This is an optimization exercise on Yosys and OpenROAD, whose aim is small area, a short achievable clock period and few clock cycles per item, not a production implementation. Function was checked by simulation only, so behaviour that the tests miss may differ from the original. Power is estimated from default activity; no workload was simulated.

==> flow/design.v <==
package jti_pkg;
  localparam int MaxStepsDefault = 64;
  localparam int PosW    = 16;
  localparam int DurW    = 7;
  localparam int ModeW   = 2;
  localparam int StatW   = 2;
  localparam int CfgIdxW = 2;
  localparam int CfgW    = 16;
  localparam int InDataW  = 56;
  localparam int OutDataW = 48;
  localparam int DW = 19;
  localparam int RW = 18;
  localparam int TW = 20;
  localparam logic [ModeW-1:0] MODE_LINEAR = 2'd0;
  localparam logic [ModeW-1:0] MODE_CUBIC  = 2'd1;
  localparam logic [CfgIdxW-1:0] CFG_ROT_LO  = 2'd0;
  localparam logic [CfgIdxW-1:0] CFG_ROT_HI  = 2'd1;
  localparam logic [CfgIdxW-1:0] CFG_PRIS_LO = 2'd2;
  localparam logic [CfgIdxW-1:0] CFG_PRIS_HI = 2'd3;
  localparam logic signed [PosW-1:0] RotLoReset  = -16'sd12868;
  localparam logic signed [PosW-1:0] RotHiReset  = 16'sd12868;
  localparam logic signed [PosW-1:0] PrisLoReset = -16'sd614;
  localparam logic signed [PosW-1:0] PrisHiReset = 16'sd614;
  localparam logic [StatW-1:0] ST_OK       = 2'd0;
  localparam logic [StatW-1:0] ST_LIMIT    = 2'd1;
  localparam logic [StatW-1:0] ST_DURATION = 2'd2;
  localparam logic [StatW-1:0] ST_MODE     = 2'd3;
endpackage
module jti_joint (
  input  logic                       clk,
  input  logic                       rst,
  input  logic                       acc,     
  input  logic [15:0]                tin,
  input  logic                       ld,      
  output logic [15:0]                tgt,
  input  logic                       ds,      
  input  logic                       es,      
  input  logic [jti_pkg::DW-1:0]     dv,      
  input  logic [7:0]                 c1,
  input  logic [8:0]                 c2,
  input  logic                       c3en,    
  output logic [15:0]                pos
);
  localparam int DW = jti_pkg::DW;
  localparam int RW = jti_pkg::RW;
  localparam int TW = jti_pkg::TW;
  logic [15:0]   m;
  logic          neg;
  assign tgt = m;
  logic [RW-1:0] r0, r1, r2, r3;
  logic [15:0]   q1;
  logic [16:0]   q2;
  logic [14:0]   q3;
  logic          b;
  assign b = m[15];
  function automatic logic [RW+2:0] rstep(input logic [TW-1:0] a, input logic [TW-1:0] bb,
                                          input logic cin, input logic sub,
                                          input logic [DW-1:0] d);
    logic [TW+1:0] t, u1, u2;
    logic [RW-1:0] r;
    logic [1:0] dig;
    t  = {2'b00, a} + (sub ? ~{2'b00, bb} : {2'b00, bb}) + (TW+2)'(cin);
    u1 = sub ? t + {3'b000, d} : t - {3'b000, d};
    u2 = t - {2'b00, d, 1'b0};
    if (sub) begin
      if (t[TW+1]) begin
        r = u1[RW-1:0];
        dig = 2'd1;
      end else begin
        r = t[RW-1:0];
        dig = 2'd0;
      end
    end else if (!u2[TW+1]) begin
      r = u2[RW-1:0];
      dig = 2'd2;
    end else if (!u1[TW+1]) begin
      r = u1[RW-1:0];
      dig = 2'd1;
    end else begin
      r = t[RW-1:0];
      dig = 2'd0;
    end
    rstep = {dig, r};
  endfunction
  logic [RW+1:0] s0, s1, s2, s3;
  logic [16:0]   d;
  always_comb begin
    d  = {tgt[15], tgt} - {pos[15], pos};
    s0 = rstep({2'b00, r0}, {2'b00, r1}, 1'b0, 1'b0, dv);
    s1 = rstep(ds ? {1'b0, r1, 1'b0} : {2'b00, r1},
               ds ? (b ? TW'(c1) : '0) : {2'b00, r2}, 1'b0, 1'b0, dv);
    s2 = rstep(ds ? {1'b0, r2, 1'b0} : {2'b00, r2},
               ds ? (b ? TW'(c2) : '0) : {2'b00, r3}, !ds, !ds, dv);
    s3 = rstep({1'b0, r3, 1'b0}, (b && c3en) ? TW'(12) : '0, 1'b0, 1'b0, dv);
  end
  always_ff @(posedge clk) begin
    if (rst) begin
      pos <= '0;
    end else if (es) begin
      pos <= pos + (q1 ^ {16{neg}}) + 16'(s0[RW] ^ neg);
    end
  end
  always_ff @(posedge clk) begin
    if (acc) begin
      m   <= tin;
    end else if (ld) begin
      neg <= d[16];
      m   <= d[16] ? 16'(-d) : d[15:0];
    end else if (ds) begin
      m   <= {m[14:0], 1'b0};
    end
    if (ld) begin
      r1 <= '0;
      r2 <= '0;
      r3 <= '0;
      q1 <= '0;
      q2 <= '0;
      q3 <= '0;
    end else if (ds) begin
      r0 <= RW'(dv >> 1);
      r1 <= s1[RW-1:0];
      r2 <= s2[RW-1:0];
      r3 <= s3[RW-1:0];
      q1 <= {q1[14:0] + 15'(s1[RW+1]), s1[RW]};
      q2 <= {q2[15:0] + 16'(s2[RW+1]), s2[RW]};
      q3 <= {q3[13:0] + 14'(s3[RW+1]), s3[RW]};
    end else if (es) begin
      r0 <= s0[RW-1:0];
      r1 <= s1[RW-1:0];
      r2 <= s2[RW-1:0];
      q1 <= q1 + q2[15:0] + 16'(s1[RW]);
      q2 <= q2 - {2'b00, q3} - 17'(s2[RW]);
    end
  end
endmodule
module joint_trajectory_interpolator_unit #(
  parameter int MAX_STEPS = jti_pkg::MaxStepsDefault
) (
  input  logic                         clk,
  input  logic                         rst,
  input  logic                         s_axis_tvalid,
  output logic                         s_axis_tready,
  input  logic [jti_pkg::InDataW-1:0]  s_axis_tdata,
  input  logic [jti_pkg::ModeW-1:0]    s_axis_tuser,
  output logic                         m_axis_tvalid,
  input  logic                         m_axis_tready,
  output logic [jti_pkg::OutDataW-1:0] m_axis_tdata,
  output logic [jti_pkg::StatW-1:0]    m_axis_tuser,
  output logic                         m_axis_tlast,
  input  logic                         cfg_we,
  input  logic [jti_pkg::CfgIdxW-1:0]  cfg_index,
  input  logic [jti_pkg::CfgW-1:0]     cfg_data
);
  localparam logic [jti_pkg::DurW-1:0] MaxN = jti_pkg::DurW'(MAX_STEPS);
  localparam logic [1:0] S_IDLE = 2'd0;
  localparam logic [1:0] S_DIV  = 2'd1;
  localparam logic [1:0] S_EMIT = 2'd2;
  logic signed [15:0] rot_lo, rot_hi, pris_lo, pris_hi;
  logic                        ir_full;
  logic signed [15:0]          ir_t [3];
  logic [jti_pkg::DurW-1:0]    ir_n;
  logic [jti_pkg::ModeW-1:0]   ir_mode;
  logic [1:0]                  st;
  logic [3:0]                  cnt;
  logic [jti_pkg::DurW-1:0]    n, k;
  logic [jti_pkg::DW-1:0]      dv;
  logic [7:0]                  c1;
  logic [8:0]                  c2;
  logic                        cubic;
  logic                        out_valid;
  logic                        out_last;
  logic [1:0]                  out_stat;
  logic [15:0]                 pos [3];
  logic                        lim_err, dur_err, mode_err;
  logic [1:0]                  chk;
  logic                        out_free;
  logic                        ld, ds, es, err_emit;
  logic                        in_cubic;
  logic [13:0]                 nsq;
  assign lim_err = (ir_t[0] < rot_lo) || (ir_t[0] > rot_hi) ||
                   (ir_t[1] < rot_lo) || (ir_t[1] > rot_hi) ||
                   (ir_t[2] < pris_lo) || (ir_t[2] > pris_hi);
  assign dur_err  = (ir_n == '0) || (ir_n > MaxN);
  assign mode_err = ir_mode[1];
  assign chk = lim_err ? jti_pkg::ST_LIMIT :
               dur_err ? jti_pkg::ST_DURATION :
               mode_err ? jti_pkg::ST_MODE : jti_pkg::ST_OK;
  assign out_free = !out_valid || m_axis_tready;
  assign ld       = (st == S_IDLE) && ir_full && (chk == jti_pkg::ST_OK);
  assign err_emit = (st == S_IDLE) && ir_full && (chk != jti_pkg::ST_OK) && out_free;
  assign ds       = (st == S_DIV);
  assign es       = (st == S_EMIT) && out_free;
  assign in_cubic = ir_mode[0];
  assign nsq      = ir_n * ir_n;
  always_ff @(posedge clk) begin
    if (rst) begin
      rot_lo  <= jti_pkg::RotLoReset;
      rot_hi  <= jti_pkg::RotHiReset;
      pris_lo <= jti_pkg::PrisLoReset;
      pris_hi <= jti_pkg::PrisHiReset;
    end else if (cfg_we) begin
      case (cfg_index)
        jti_pkg::CFG_ROT_LO:  rot_lo  <= cfg_data;
        jti_pkg::CFG_ROT_HI:  rot_hi  <= cfg_data;
        jti_pkg::CFG_PRIS_LO: pris_lo <= cfg_data;
        default:              pris_hi <= cfg_data;
      endcase
    end
  end
  assign s_axis_tready = !ir_full && (st != S_DIV);
  always_ff @(posedge clk) begin
    if (rst) begin
      ir_full <= 1'b0;
    end else if (s_axis_tvalid && s_axis_tready) begin
      ir_full <= 1'b1;
    end else if (ld || err_emit) begin
      ir_full <= 1'b0;
    end
  end
  always_ff @(posedge clk) begin
    if (s_axis_tvalid && s_axis_tready) begin
      ir_n    <= s_axis_tdata[54:48];
      ir_mode <= s_axis_tuser;
    end
  end
  always_ff @(posedge clk) begin
    if (rst) begin
      st <= S_IDLE;
    end else begin
      case (st)
        S_IDLE: if (ld) st <= S_DIV;
        S_DIV:  if (cnt == 4'd15) st <= S_EMIT;
        default: if (es && (k == n)) st <= S_IDLE;
      endcase
    end
  end
  always_ff @(posedge clk) begin
    if (ld) begin
      cnt   <= '0;
      n     <= ir_n;
      cubic <= in_cubic;
      dv    <= in_cubic ? jti_pkg::DW'(nsq * ir_n) : jti_pkg::DW'(ir_n);
      c1    <= in_cubic ? 8'(3 * ir_n - 2) : 8'd1;
      c2    <= in_cubic ? 9'(6 * ir_n - 12) : 9'd0;
    end else if (ds) begin
      cnt <= cnt + 1'b1;
    end
    if (ds) begin
      k <= jti_pkg::DurW'(1);
    end else if (es) begin
      k <= k + 1'b1;
    end
  end
  always_ff @(posedge clk) begin
    if (rst) begin
      out_valid <= 1'b0;
    end else if (es || err_emit) begin
      out_valid <= 1'b1;
    end else if (m_axis_tready) begin
      out_valid <= 1'b0;
    end
  end
  always_ff @(posedge clk) begin
    if (err_emit) begin
      out_stat <= chk;
      out_last <= 1'b1;
    end else if (es) begin
      out_stat <= jti_pkg::ST_OK;
      out_last <= (k == n);
    end
  end
  for (genvar j = 0; j < 3; j++) begin : g_joint
    jti_joint u_joint (
      .clk  (clk),
      .rst  (rst),
      .acc  (s_axis_tvalid && s_axis_tready),
      .tin  (s_axis_tdata[16*j +: 16]),
      .ld   (ld),
      .tgt  (ir_t[j]),
      .ds   (ds),
      .es   (es),
      .dv   (dv),
      .c1   (c1),
      .c2   (c2),
      .c3en (cubic),
      .pos  (pos[j])
    );
  end
  assign m_axis_tvalid = out_valid;
  assign m_axis_tdata  = {pos[2], pos[1], pos[0]};
  assign m_axis_tuser  = out_stat;
  assign m_axis_tlast  = out_last;
endmodule
==> flow/run.sh <==
#!/bin/bash
# synth_recipe.tcl (not shown) runs the flow's synth.tcl, then flattens the netlist and writes it again
# the make line also repeats each setting of config.mk as NAME=value (left out here)
make -C /OpenROAD-flow-scripts/flow DESIGN_CONFIG=/design/flow/config.mk WORK_HOME=/design/flow/orfs CLKGATE_MAP_FILE= SYNTH_SCRIPT=/design/flow/synth_recipe.tcl finish
==> flow/config.mk <==
export PLATFORM = sky130hd
export DESIGN_NAME = joint_trajectory_interpolator_unit
export DESIGN_NICKNAME = joint_trajectory_interpolator_unit
export VERILOG_FILES = /design/flow/design.v
export SDC_FILE = /design/flow/constraint.sdc
export NUM_CORES = 4
export LEC_CHECK = 0
export CAP_MARGIN = 20
export CORE_MARGIN = 2
export CORE_UTILIZATION = 40
export SLEW_MARGIN = 20
==> flow/constraint.sdc <==
create_clock -name core_clock -period 10.0 [get_ports {clk}]
set_input_delay 2.0000 -clock core_clock [delete_from_list [all_inputs] [get_ports {clk}]]
set_output_delay 2.0000 -clock core_clock [all_outputs]
set_load 0.01 [all_outputs]
==> reports/metrics.csv <==
metric,value,unit
final_util,44.3,%
synth_seq_cells,588,
grt_overflow,0,
numCtsBuffers,83,
core_area,0.181,mm2
crit_path_frequent_cell,a21oi_1,
tritoncts,done,
pin_count,134,
io_buffers,132,
rsz0062_at_grt,false,
finalMaxSlewViolations,0,
grt_max_degree,136,
fin_skew,60.5,ps
ys_seq_area_share,18.3,%
path_max_fanout,31,
ir_drop,597,uV
power,30.3,mW
clockBufferDepth,3,
place_hpwl,187000,um
hold_viol,0,
syn_area_per_cell,7.70,um2
area_growth,9.95,%
grt_usage,25.7,%
min_period,9240,ps
register_area,0.0133,mm2
drt-wirelength-per-cell,20.5,um
placed_area,0.0771,mm2
ys_types,86,
drtIter0Drc,5162,
root_buffer,clkbuf_16,
yosys_warnings,4,
fill_cells,18100,
antenna_violating_nets_post_route,0,
route.detailed.drc,0,
final.setup.tns,0,ps
clock_latency,760,ps
drt_wl_total,245000,um
worstPathArrival,9900,ps
pre_cts_ws,770,ps
multi_input_area,0.0560,mm2
num_rows,156,
start_kind,register,
drt_pass1_iterations,6,
die_h,431,um
end_kind,register,
clock.fmax,0.108,GHz
timing.final.ws_setup,758,ps
max_stage_delay,750,ps
p_per_area,378,mW/mm2
synth.top_cell.area_share,17.7,%
drv_cap,0,
setup_viol,0,
syn_area,0.0729,mm2
cts.htree.levels,3,
p_leak,35.2,nW
critical_path_required,10650,ps
place_congestion,0.976,
num-nets-final,10700,
antenna_found_initial,11,
clock-sinks,588,
grt_pass1_vias,66000,
cp_slowest_cell,a2111oi_0,
synth_area_leaders,"ha_1 (18%), dfxtp_1 (12%), xnor2_1 (6.9%), edfxtp_1 (6.5%), a21oi_1 (5.7%)",
routed-via-count,69200,
synth_edf_count,157,
synthCells,9460,
drive_above_1_share,4.20,%
hold_path_class,register to register,
synth_flop_cell,dfxtp_1,
slew_headroom,11.9,%
min_period_over_period,92.4,%
critPathKind,register to register,
clk_pin_slew_worst_paths,60,ps
status,no timing/DRC/antenna violations,
grt_pass1_wl,379000,um
die_area,0.186,mm2
synth_top_area_cell,ha_1,
die_w,431,um
via_per_inst,5.79,
worst_pin_slew,1310,ps
syn-num-nets,10700,
cts_hold_buffers,0,
r2r_slack,760,ps
fin_area,0.0801,mm2
initial_utilization,40.3,%
ys_async_sr_fraction,0,%
## where the power goes
group          internal (mW)  leakage [nW]  total [mW]  switching (mW)
Sequential              3.03          5.03        3.55           0.511
Combinational           10.2          28.8        23.5            13.3
Clock                   1.88          1.39        3.23            1.35
## worst paths after layout
check                                   end  cells past startpoint   startpoint
setup / recovery  g_joint[1].u_joint.q2[14]                     36        st[1]
hold / removal                  pris_hi[13]                      2  pris_hi[13]
setup reg to reg  g_joint[1].u_joint.q2[14]                     36        st[1]
hold reg to reg                 pris_hi[13]                      2  pris_hi[13]
## cells in the final DEF, fill, tap and decap left out, types with 130 or more instances in the layout
cell / instances
nor3_1: 206
a21oi_1: 820
ha_1: 1032
buf_4: 130
a211oi_1: 203
xor2_1: 323
nand3_1: 220
o21ai_0: 570
edfxtp_1: 157
inv_1: 632
nand2_1: 995
xnor2_1: 574
a21o_1: 298
and2_1: 152
dfxtp_1: 431
clkdlybuf4s50_1: 131
nor2_1: 840
## routing by layer
metal  vias up  GRT usage (%)  routed length, um
met2      2127           41.2             107000
met3       479           3.46              16800
met5         -              0                 24
met1     32700           34.6             109000
li1      33800              -                  -
met4         4           10.7              11400
## per-stage QoR
stage / hold slack [ps] / instances
CTS: 459 / 11900
global placement: 442 / 11800
finish: 457 / 11900
floorplan: 436 / 9460
detailed placement: 451 / 11800
global route: 483 / 11900
## worst max-delay path, delay by kind of cell (launching register included)
family / cells / cell delay (ps)
AO/OA/AOI/OAI: 23 / 5580
buffers and inverters: 2 / 430
adder cells (fa/ha/maj): 4 / 1600
AND/OR/NAND/NOR: 6 / 990
flip-flops: 1 / 380
XOR/XNOR: 1 / 140
## area by class of cell
| class | count | share of cell area [%] |
|---|---|---|
| clock buffer | 108 | 2.88 |
| tap | 2370 | 3.70 |
| timing repair buffer | 268 | 3.03 |
| sequential | 588 | 16.7 |
| multi-input combinational | 7912 | 69.9 |
| antenna | 3 | 0.00937 |
| clock inverter | 48 | 0.759 |
| inverter | 643 | 3.03 |
## cell usage after synthesis, drive strengths merged, types with 33 or more instances
library cell  instances
a211o                54
a211oi              204
a21boi               43
a21o                298
a21oi               823
a31oi                75
and2                154
and3                 86
buf                  44
clkbuf              273
dfxtp               431
edfxtp              157
fa                  126
ha                 1032
inv                 636
mux2i               122
nand2               996
nand2b               88
nand3               221
nand4                49
nor2                845
nor2b               126
nor3                207
o211ai               75
o21a                121
o21ai               578
o21bai               79
o22ai                39
o31ai                36
or2                  33
or3                  69
xnor2               577
xor2                323
## registers in the layout, indices dropped and copies added, names as in the netlist, 18 cells and up
register             flops
g_joint.u_joint.r0      54
g_joint.u_joint.r1      54
g_joint.u_joint.r2      54
g_joint.u_joint.r3      54
g_joint.u_joint.m       48
g_joint.u_joint.pos     48
g_joint.u_joint.q1      48
g_joint.u_joint.q2      48
g_joint.u_joint.q3      45
dv                      18
## kinds of logic after synthesis
group / after synthesis / share of synthesized area (%)
and+or+nand+nor: 2953 / 18.4
DFF: 588 / 18.3
adders and majority gates: 1159 / 21.2
AOI/OAI and AO/OA: 2748 / 24.1
buffers and inverters: 960 / 4.97
muxes: 152 / 2.14
xor gates and xnor gates: 900 / 10.9
## timing repair
item / 4_1_cts / 5_1_grt
gates resized for setup: 0 / 2
setup buffers: 0 / 4
endpoints found under the setup margin: 0 / 3
Testbench counts, summed over its fixed seeds: cycles 14,531, items 6,355.

==> static timing again, ports no longer ideal <==
The results above use ideal ports. As a check the final layout listed here was re-extracted and re-timed, cells and wires unchanged. Step 1 assumes that a clkbuf_16 drives the clock port and a buf_2 every other input. Step 2 moves the port delays by t, midway between the first and last clock arrival at a register: inputs arrive t later, outputs are due t later. That takes back most of the time a late clock gives input paths. Slacks: no drivers / after step 1 / after step 2; pairs: no drivers / after step 1.
shift t [ns]: 0.800
setup slack, ns: 0.758 / 0.758 / 0.758
hold slack, ns: 0.457 / 0.457 / 0.457
pins driven straight from the clock port: 1
After both steps setup and hold are still met in this run. For this run, drivers alone change the setup slack by 0.000 ns; drivers and shift together by 0.000 ns.
